Background: an optimization exercise with open tools, aiming at small area, a short achievable clock period and few clock cycles per item. Do not read the settings as production practice. The RTL was checked by simulation tests, not by an equivalence proof against the original design. Power figures rest on the tool's default switching activity, not on a simulated workload.

==> flow/flow/run.sh <==
#!/bin/bash
set -o pipefail
bash standard.sh SETUP_SLACK_MARGIN=7.4 "BUFFER_PORTS_ARGS=-buffer_cell sky130_fd_sc_hd__buf_4" finish > standard.log 2>&1
==> flow/standard.sh <==
#!/bin/bash
# synth_recipe.tcl (not shown) runs the flow's synth.tcl, then flattens the netlist and writes it again
# the make line also repeats each setting of config.mk as NAME=value (left out here)
make -C /OpenROAD-flow-scripts/flow DESIGN_CONFIG=/design/flow/config.mk WORK_HOME=/design/flow/orfs CLKGATE_MAP_FILE= SYNTH_SCRIPT=/design/flow/synth_recipe.tcl "${@:-finish}"
==> flow/config.mk <==
export PLATFORM = sky130hd
export DESIGN_NAME = cache_l1_top
export DESIGN_NICKNAME = cache_l1_top
export VERILOG_FILES = /design/flow/design.v
export SDC_FILE = /design/flow/constraint.sdc
export NUM_CORES = 8
export LEC_CHECK = 0
export CAP_MARGIN = 20
export CORE_MARGIN = 2
export CORE_UTILIZATION = 40
export CTS_CLUSTER_DIAMETER = 60
export CTS_CLUSTER_SIZE = 22
export SLEW_MARGIN = 20
export TNS_END_PERCENT = 20
==> flow/constraint.sdc <==
create_clock -name core_clock -period 12.0 [get_ports {clk}]
set_input_delay 2.4000 -clock core_clock [delete_from_list [all_inputs] [get_ports {clk}]]
set_output_delay 2.4000 -clock core_clock [all_outputs]
set_load 0.01 [all_outputs]
==> flow/design.v <==
package addr_pkg;
  typedef union packed {
    logic [24-1:0] word;
    struct packed {
      logic [18-1:0]    tag;
      logic [4-1:0]  index;
      logic [2-1:0] offset;
    } f;
  } cache_addr_u;
endpackage
package line_pkg;
  typedef union packed {
    logic [32-1:0]         word;
    logic [(32/8)-1:0][7:0] bytes;   
  } cache_line_u;
endpackage
module cache_l1_top #(
  parameter bit REGIN = 1'b0
) (
  input  logic                     clk,
  input  logic                     reset,
  input  logic                     cpu_req,
  input  logic                     cpu_we,
  input  logic [24-1:0] cpu_addr,
  input  logic [7:0]               cpu_wdata,
  output logic                     cpu_ack,
  output logic [7:0]               cpu_rdata,
  output logic                     mem_req,
  output logic                     mem_we,
  output logic [24-1:0] mem_addr,
  output logic [32-1:0] mem_wdata,
  input  logic                     mem_ack,
  input  logic [32-1:0] mem_rdata
);
  localparam int SETS = 1 << 4;
  localparam int WAYS = 4;
  localparam int TW   = 18;
  localparam int IW   = 4;
  localparam int LW   = 32;
  localparam int UW   = 3;
  function automatic logic gt3(input logic [2:0] a, input logic [2:0] b);
    gt3 = (a[2] & ~b[2]) |
          ((a[2] | ~b[2]) & ((a[1] & ~b[1]) | ((a[1] | ~b[1]) & a[0] & ~b[0])));
  endfunction
  function automatic logic [2:0] sat_inc(input logic [2:0] c);
    sat_inc = {c[2] | (c[1] & c[0]),
               (c[1] & ~c[0]) | (c[0] & (~c[1] | c[2])),
               ~c[0] | (c[2] & c[1])};
  endfunction
  localparam logic [2:0] S_IDLE  = 3'd0;   
  localparam logic [2:0] S_LOOK  = 3'd1;   
  localparam logic [2:0] S_WB    = 3'd2;   
  localparam logic [2:0] S_WBREL = 3'd3;   
  localparam logic [2:0] S_FILL  = 3'd4;   
  localparam logic [2:0] S_DONE  = 3'd5;   
  localparam logic [2:0] S_MWAIT = 3'd6;   
  logic [2:0] state;
  logic [TW-1:0] tag_q   [SETS][WAYS];
  logic [LW-1:0] data_q  [SETS][WAYS];
  logic [UW-1:0] cnt_q   [SETS][WAYS];
  logic          dirty_q [SETS][WAYS];
  logic [TW-1:0] a_tag;
  logic [IW-1:0] a_idx;
  logic [1:0]    a_off;
  logic          a_we;
  logic [7:0]    a_wdata;
  logic          look;   
  if (REGIN) begin : g_regin
    logic [24-1:0] r_addr;
    logic                     r_we;
    logic [7:0]               r_wdata;
    always_ff @(posedge clk) begin
      if (state == S_IDLE) begin
        r_addr <= cpu_addr;
        r_we <= cpu_we;
        r_wdata <= cpu_wdata;
      end
    end
    assign a_tag = r_addr[23:6];
    assign a_idx = r_addr[5:2];
    assign a_off = r_addr[1:0];
    assign a_we = r_we;
    assign a_wdata = r_wdata;
    assign look = (state == S_LOOK);
  end else begin : g_direct
    assign a_tag = cpu_addr[23:6];
    assign a_idx = cpu_addr[5:2];
    assign a_off = cpu_addr[1:0];
    assign a_we = cpu_we;
    assign a_wdata = cpu_wdata;
    assign look = (state == S_IDLE) && cpu_req;
  end
  logic look_state;
  assign look_state = REGIN ? (state == S_LOOK) : (state == S_IDLE);
  logic [TW-1:0]   r_tag  [WAYS];
  logic [LW-1:0]   r_line [WAYS];
  logic [UW-1:0]   r_cnt  [WAYS];
  logic [WAYS-1:0] hit_w;
  logic            hit;
  logic [3:0]      lo_oh;
  logic [TW-1:0]   c_tag [4][WAYS];   
  logic [UW-1:0]   c_cnt [4][WAYS];   
  logic [WAYS-1:0] match [4];
  assign lo_oh = 4'(1) << a_idx[1:0];
  logic [LW-1:0]   c_line [4][WAYS];   
  logic [3:0]      off_oh;
  logic [7:0]      r_byte [WAYS];       
  assign off_oh = 4'(1) << a_off;
  for (genvar j = 0; j < 4; j++) begin : g_cand
    for (genvar w = 0; w < WAYS; w++) begin : g_way
      assign c_line[j][w] = data_q[{a_idx[3:2], 2'(j)}][w];
      assign c_tag[j][w] = tag_q[{a_idx[3:2], 2'(j)}][w];
      assign c_cnt[j][w] = cnt_q[{a_idx[3:2], 2'(j)}][w];
      assign match[j][w] = (c_cnt[j][w] != '0) && (c_tag[j][w] == a_tag);
    end
  end
  always_comb begin
    hit_w = '0;
    for (int w = 0; w < WAYS; w++) begin
      r_tag[w] = '0;
      r_cnt[w] = '0;
      for (int j = 0; j < 4; j++) begin
        if (lo_oh[j]) begin
          r_tag[w] = r_tag[w] | c_tag[j][w];
          r_cnt[w] = r_cnt[w] | c_cnt[j][w];
        end
      end
      r_line[w] = '0;
      r_byte[w] = '0;
      for (int j = 0; j < 4; j++) begin
        if (lo_oh[j]) r_line[w] = r_line[w] | c_line[j][w];
        for (int o = 0; o < 4; o++) begin
          if (lo_oh[j] && off_oh[o]) r_byte[w] = r_byte[w] | c_line[j][w][8*o +: 8];
        end
      end
    end
    for (int j = 0; j < 4; j++) begin
      hit_w = hit_w | (match[j] & {WAYS{lo_oh[j]}});
    end
  end
  assign hit = |hit_w;
  logic [UW-1:0] cnt_nx   [SETS][WAYS];
  logic          dirty_nx [SETS][WAYS];
  logic [1:0]    vict_q   [SETS];   
  logic          vict_d_q [SETS];   
  for (genvar s = 0; s < SETS; s++) begin : g_vict
    logic [1:0] v;
    logic       vd;
    always_comb begin
      logic [UW-1:0] c0, c1, c2, c3, min_lo, min_hi;
      logic          pick_1, pick_3, hi;
      c0 = cnt_nx[s][0];
      c1 = cnt_nx[s][1];
      c2 = cnt_nx[s][2];
      c3 = cnt_nx[s][3];
      pick_1 = gt3(c0, c1);
      min_lo = pick_1 ? c1 : c0;
      pick_3 = gt3(c2, c3);
      min_hi = pick_3 ? c3 : c2;
      hi = gt3(min_lo, min_hi);
      v = {hi, hi ? pick_3 : pick_1};
      vd = dirty_nx[s][v] && (cnt_nx[s][v] != '0);
    end
    always_ff @(posedge clk or posedge reset) begin
      if (reset) begin
        vict_q[s] <= '0;   
        vict_d_q[s] <= 1'b0;
      end else begin
        vict_q[s] <= v;
        vict_d_q[s] <= vd;
      end
    end
  end
  logic [WAYS-1:0] v_oh;
  logic [1:0]      victim;
  logic            v_dirty;
  logic [TW-1:0]   v_tag;
  logic [LW-1:0]   v_line;
  always_comb begin
    victim = vict_q[a_idx];
    v_dirty = vict_d_q[a_idx];
    v_oh = WAYS'(1) << victim;
    v_tag = '0;
    v_line = '0;
    for (int w = 0; w < WAYS; w++) begin
      if (v_oh[w]) begin
        v_tag = v_tag | r_tag[w];
        v_line = v_line | r_line[w];
      end
    end
  end
  logic [1:0]    hit_way;
  logic [7:0]    hit_byte;
  logic [UW-1:0] hit_cnt;
  always_comb begin
    hit_way = '0;
    hit_byte = '0;
    hit_cnt = '0;
    for (int w = 0; w < WAYS; w++) begin
      if (hit_w[w]) begin
        hit_way = hit_way | 2'(w);
        hit_byte = hit_byte | (a_we ? a_wdata : r_byte[w]);
        hit_cnt = hit_cnt | sat_inc(r_cnt[w]);
      end
    end
  end
  logic [IW-1:0] idx_q;
  logic [1:0]    way_q;
  logic [1:0]    off_q;
  logic          we_q;
  logic [7:0]    wdata_q;
  logic [UW-1:0] cnt_new_q;
  logic          upd_q;   
  always_ff @(posedge clk) begin
    if (look_state) begin
      idx_q <= a_idx;
      way_q <= hit ? hit_way : victim;
      off_q <= a_off;
      we_q <= a_we;
      wdata_q <= a_wdata;
      cnt_new_q <= hit_cnt;
    end
  end
  always_ff @(posedge clk or posedge reset) begin
    if (reset) begin
      state <= S_IDLE;
      cpu_ack <= 1'b0;
      mem_req <= 1'b0;
      upd_q <= 1'b0;
    end else begin
      upd_q <= 1'b0;
      case (state)
        S_IDLE: begin
          if (cpu_req) begin
            if (REGIN) begin
              state <= S_LOOK;
            end else if (hit) begin
              cpu_ack <= 1'b1;
              upd_q <= 1'b1;
              state <= S_DONE;
            end else begin
              mem_req <= !mem_ack;
              state <= mem_ack ? S_MWAIT : v_dirty ? S_WB : S_FILL;
            end
          end
        end
        S_LOOK: begin
          if (hit) begin
            cpu_ack <= 1'b1;
            upd_q <= 1'b1;
            state <= S_DONE;
          end else begin
            mem_req <= !mem_ack;
            state <= mem_ack ? S_MWAIT : v_dirty ? S_WB : S_FILL;
          end
        end
        S_MWAIT: begin
          if (!mem_ack) begin
            mem_req <= 1'b1;
            state <= mem_we ? S_WB : S_FILL;
          end
        end
        S_WB: begin
          if (mem_ack) begin
            mem_req <= 1'b0;
            state <= S_WBREL;
          end
        end
        S_WBREL: begin
          if (!mem_ack) begin
            mem_req <= 1'b1;
            state <= S_FILL;
          end
        end
        S_FILL: begin
          if (mem_ack) begin
            mem_req <= 1'b0;
            cpu_ack <= 1'b1;
            state <= S_DONE;
          end
        end
        S_DONE: begin
          if (!cpu_req) begin
            cpu_ack <= 1'b0;
            state <= S_IDLE;
          end
        end
        default: state <= S_IDLE;
      endcase
    end
  end
  logic wb_sel;
  assign wb_sel = v_dirty && (state == S_IDLE || state == S_LOOK ||
                              state == S_MWAIT || state == S_WB);
  always_ff @(posedge clk) begin
    mem_we <= wb_sel;
    mem_addr <= {wb_sel ? v_tag : a_tag, a_idx, 2'b00};
    mem_wdata <= v_line;
  end
  always_ff @(posedge clk or posedge reset) begin
    if (reset) begin
      cpu_rdata <= '0;
    end else if (look_state) begin
      cpu_rdata <= hit_byte;
    end else if (state == S_FILL) begin
      cpu_rdata <= we_q ? wdata_q : mem_rdata[8*off_q +: 8];
    end
  end
  logic fill;
  assign fill = (state == S_FILL);
  logic [LW-1:0] wline;
  logic [3:0]    wbyte_en;
  logic [UW-1:0] wcnt;
  always_comb begin
    for (int b = 0; b < 4; b++) begin
      if (fill && !(we_q && off_q == 2'(b))) wline[8*b +: 8] = mem_rdata[8*b +: 8];
      else wline[8*b +: 8] = wdata_q;
      wbyte_en[b] = fill || (upd_q && we_q && off_q == 2'(b));
    end
    wcnt = fill ? UW'(1) : cnt_new_q;
  end
  for (genvar s = 0; s < SETS; s++) begin : g_set
    for (genvar w = 0; w < WAYS; w++) begin : g_way
      logic sel;
      assign sel = (idx_q == IW'(s)) && (way_q == 2'(w));
      assign cnt_nx[s][w] = (sel && (fill || upd_q)) ? wcnt : cnt_q[s][w];
      assign dirty_nx[s][w] = (sel && (fill || (upd_q && we_q))) ? we_q : dirty_q[s][w];
      always_ff @(posedge clk or posedge reset) begin
        if (reset) cnt_q[s][w] <= '0;   
        else cnt_q[s][w] <= cnt_nx[s][w];
      end
      always_ff @(posedge clk) begin
        if (sel && fill) tag_q[s][w] <= a_tag;
        dirty_q[s][w] <= dirty_nx[s][w];
        for (int b = 0; b < 4; b++) begin
          if (sel && wbyte_en[b]) data_q[s][w][8*b +: 8] <= wline[8*b +: 8];
        end
      end
    end
  end
endmodule
==> impl_results.md <==
* First-pass GRT wire length at 658,000 um
* Post-route setup slack at 7.13 ns
* Leading cell type in the layout, fill and taps excluded: edfxtp_1
* Total CTS buffers at 222
* Vias in the first global route at 79,833
* Root buf cell: clkbuf_16
* Number of detailed-routing iterations run before antenna repair at 6
* Initial antenna violation count at 45
* Vias per Instance at 6.18
* Clock Path Buffers at 4
* Measured slew at the worst slew-check pin at 1.29 ns
* Dpl ws at 3.51 ns
* RSZ-0062 raised after global routing: true
* Layout area overhead at 13.1%
* Slew headroom at 13.7%
* Leakage power at 0.0557 uW
* CP endpoint: cpu_rdata[4]
* # DRC at 0
* Routability cong. at 0.928
* Crit Reg-Reg Startpoint: state[2]
* Tot GR Track Use at 24.9%
* Final slew viol count at 0
* Netlist Area Pre-Place at 150,000 um2
* Post-synthesis sequential area ratio at 70.5%
* DR WL/cell at 36.4 um
* Clock transition at path regs at 0.09 ns
* Syn avg cell area at 19.1 um2
* Worst clock skew at 0.0794 ns
* Post-route cell area at 169,000 um2
* Ys Warns at 17
* Core area at 372,000 um2
* Largest net degree at the start of global routing at 136
* Hold buffers post-CTS at 0
* Critical path class: in -> reg
* Status: timing/DRC/antenna clean
* Most frequent cells in the layout: edfxtp_1, mux4_2, nor2_1
* Pwr per Cell Area at 184 nW/um2
* Combinational share of power at 22.7%
* Worst skew pair latency at 0.95 ns
* DRT iter0 DRCs at 11,591
* Worst Path Arrival at 5.69 ns
* Max Cap Violations at 0
* TritonCTS clock tree: built
* Maximum vdd ir drop at 228 uV
* I/O Buffers at 133
* Grt total ovfl at 0
* Final Hold Viols at 0
* Initial Utilization at 40.2%
* Final setup TNS at 0 ns
* Yosys cell types at 92
* DRT antenna net count at 0
* Clock power frac at 26.4%
* Syn Inst Count at 7,844
* FFs w/ async S/R, synth at 7.07%
* Clk sinks at 3,593
* F_max at 205 MHz
* Crit start category: input pin
* CP startpoint: cpu_addr[4]
* Critical Path Fanout Max at 10
* Routed via count at 82,278
* Routed WL at 484,000 um
* Seq cells post-synth at 3,593
* R2R depth at 12
* NetSw at 9810 uW
* Die Width at 615 um
* I/O Pins at 136
* Ys flop type: edfxtp_1
* DP Wirelength at 294,000 um
* DIE AREA at 379,000 um2
* Placed cell area at 157,000 um2
* Setup crit end kind: register
* Crit Reg-Reg Endpoint: vict_q[1][0]
* R2r setup slk at 7.39 ns
* Post-route clock period utilization at 40.6%
* Endpoints failing setup at 0
* H-Tree Depth at 4
* Cell internal pwr at 21,300 uW
* Fillers at 31,445
* Site Rows at 224
* # nets final at 8,215
* CP required at 12.82 ns
* EDFF count, synth at 3,220
* Tmin final at 4.87 ns
* Fraction of layout cells with a size suffix above 1 at 28.1%
* Switching share of power at 31.5%
* Chip height at 615 um
* Total power at 31,100 uW
* Worst Hold Class: reg -> reg
* Flop pwr share at 50.8%
==> layout make-up <==
type,instances,area (um2),share of cell area (%)
Tap cell,4972,6220,3.68
Multi-Input combinational cell,3590,42600,25.2
Clock inverter,103,1160,0.684
Antenna cell,30,75.1,0.0444
Sequential cell,3593,105000,62.3
Timing Repair Buffer,522,6820,4.03
Inverter,217,818,0.484
Clock buffer,276,5980,3.54
==> power groups by stage <==
stage / Combinational [uW] / Sequential, uW / Clock [uW]
6_report: 7080 / 15800 / 8220
5_1_grt: 7350 / 15900 / 8720
4_1_cts: 6780 / 15800 / 8310
3_5_place_dp: 6440 / 16100 / 0
3_3_place_gp: 6200 / 16100 / 0
2_1_floorplan: 3760 / 15900 / 0
==> routing by layer <==
| layer | global-route usage, % | wire [um] | vias up |
|---|---|---|---|
| met1 | 32.9 | 182000 | 44267 |
| met4 | 12.1 | 28000 | 20 |
| met2 | 39.1 | 226000 | 4625 |
| li1 | - | - | 32399 |
| met3 | 5.38 | 47300 | 967 |
| met5 | 0 | 138 | - |
==> critical path: stages <==
cell	delay [ns]
buf_16	0.18
buf_16	0.17
buf_12	0.12
buf_12	0.12
bufbuf_16	0.31
mux4_2	0.54
mux4_2	0.58
mux2i_1	0.46
a21oi_1	0.15
a22oi_1	0.26
a21oi_2	0.11
a211o_1	0.25
==> cells in the mapped netlist (all sizes together), types with 6 or more instances <==
cell type	instances	share of area (%)
o311ai	7	0.046
nand2b	15	0.063
nor2b	84	0.35
or3	7	0.029
xnor2	238	1.4
mux2	132	0.99
a31oi	34	0.14
nor2	466	1.2
nor4	17	0.091
inv	216	0.54
nand3	20	0.067
a32oi	15	0.088
o31ai	16	0.087
o2bb2ai	62	0.36
nand4	60	0.25
nand2	261	0.66
o22ai	22	0.092
buf	287	1.1
clkbuf	161	0.40
o211ai	85	0.43
xor2	50	0.29
dfrtp	254	4.3
mux2i	247	1.7
a22o	8	0.047
nor3b	7	0.035
o21ai	95	0.32
dfxtp	119	1.6
o2111ai	6	0.035
a21o	13	0.065
and2	15	0.063
a211o	9	0.053
o21a	13	0.065
mux4	1068	16
edfxtp	3220	65
a21oi	207	0.69
or4	12	0.060
a22oi	32	0.16
a211oi	107	0.55
maj3	54	0.37
nor3	31	0.11
==> state kept, by name, summed over array words and instances (netlist names) <==
| signal | count |
|---|---|
| mem_req | 1 |
| wdata_q | 8 |
| vict_q | 32 |
| off_q | 2 |
| tag_q | 1152 |
| cnt_q | 192 |
| cnt_new_q | 3 |
| mem_wdata | 32 |
| mem_addr | 22 |
| vict_d_q | 16 |
| data_q | 2048 |
| we_q | 1 |
| state | 3 |
| dirty_q | 64 |
| way_q | 2 |
| mem_we | 1 |
| cpu_ack | 1 |
| idx_q | 4 |
| cpu_rdata | 8 |
| upd_q | 1 |
==> repair_timing <==
item,in CTS,in global routing
gates cloned,66,15
resized for setup,289,93
pin swaps,30,38
setup endpoints to repair,108,95
setup buffers,41,61
==> logic make-up (layout without fill, tap and decap cells) <==
logic type      after synthesis  count (layout)  synth area share, %
flops                      3593            3593                 70.5
xor+xnor                    288             288                 1.69
buf+inv                     665            1118                 2.06
compound gates              774             774                 3.50
mux                        1447            1447                 18.7
other cells                   1              32              0.00251
simple gates               1022            1025                 3.13
fa+ha+maj                    54              54                0.367
==> how the worst min path moves through the flow <==
stage                            from          end  depth (start not counted)
after floorplan           dirty_q[10]  dirty_q[10]                          2
after global placement    dirty_q[38]  dirty_q[38]                          2
after detailed placement  dirty_q[48]  dirty_q[48]                          2
after CTS                 dirty_q[48]  dirty_q[48]                          2
after global routing      dirty_q[61]  dirty_q[61]                          2
final                     dirty_q[48]  dirty_q[48]                          2
==> through the flow <==
step	utilization (%)	hold WS, ns	instances
global placement	42.1	0.455	12707
detailed placement	42.1	0.461	12710
CTS	45.1	0.475	13196
global route	45.4	0.490	13283
floorplan	-	0.442	7845
finish	45.4	0.473	13303
Testbench counts, summed over its fixed seeds: cycles 68,342, accesses 24,000.

==> re-timing with driven ports <==
The results above use ideal ports. As a check the final layout listed here was re-extracted and re-timed, cells and wires unchanged.
Step 1: set_driving_cell puts a clkbuf_16 on clk and a buf_2 on each other input, an assumption about the parent block.
Step 2, shift: input delay + t, output delay - t, t = (earliest + latest rising clock arrival at the registers) / 2. This alone moves slack from input paths to output paths.
Three values: no drivers, after step 1, after step 2; two values: the first two.
shift t [ns]: 1.014
slack for setup (ns): 7.126 / 6.815 / 5.802
slew at the worst register clock pin (ns): 0.10 / 0.10
After both steps this run still meets setup and hold. For this run, drivers alone change the setup slack by -0.311 ns; drivers and shift together by -1.324 ns.
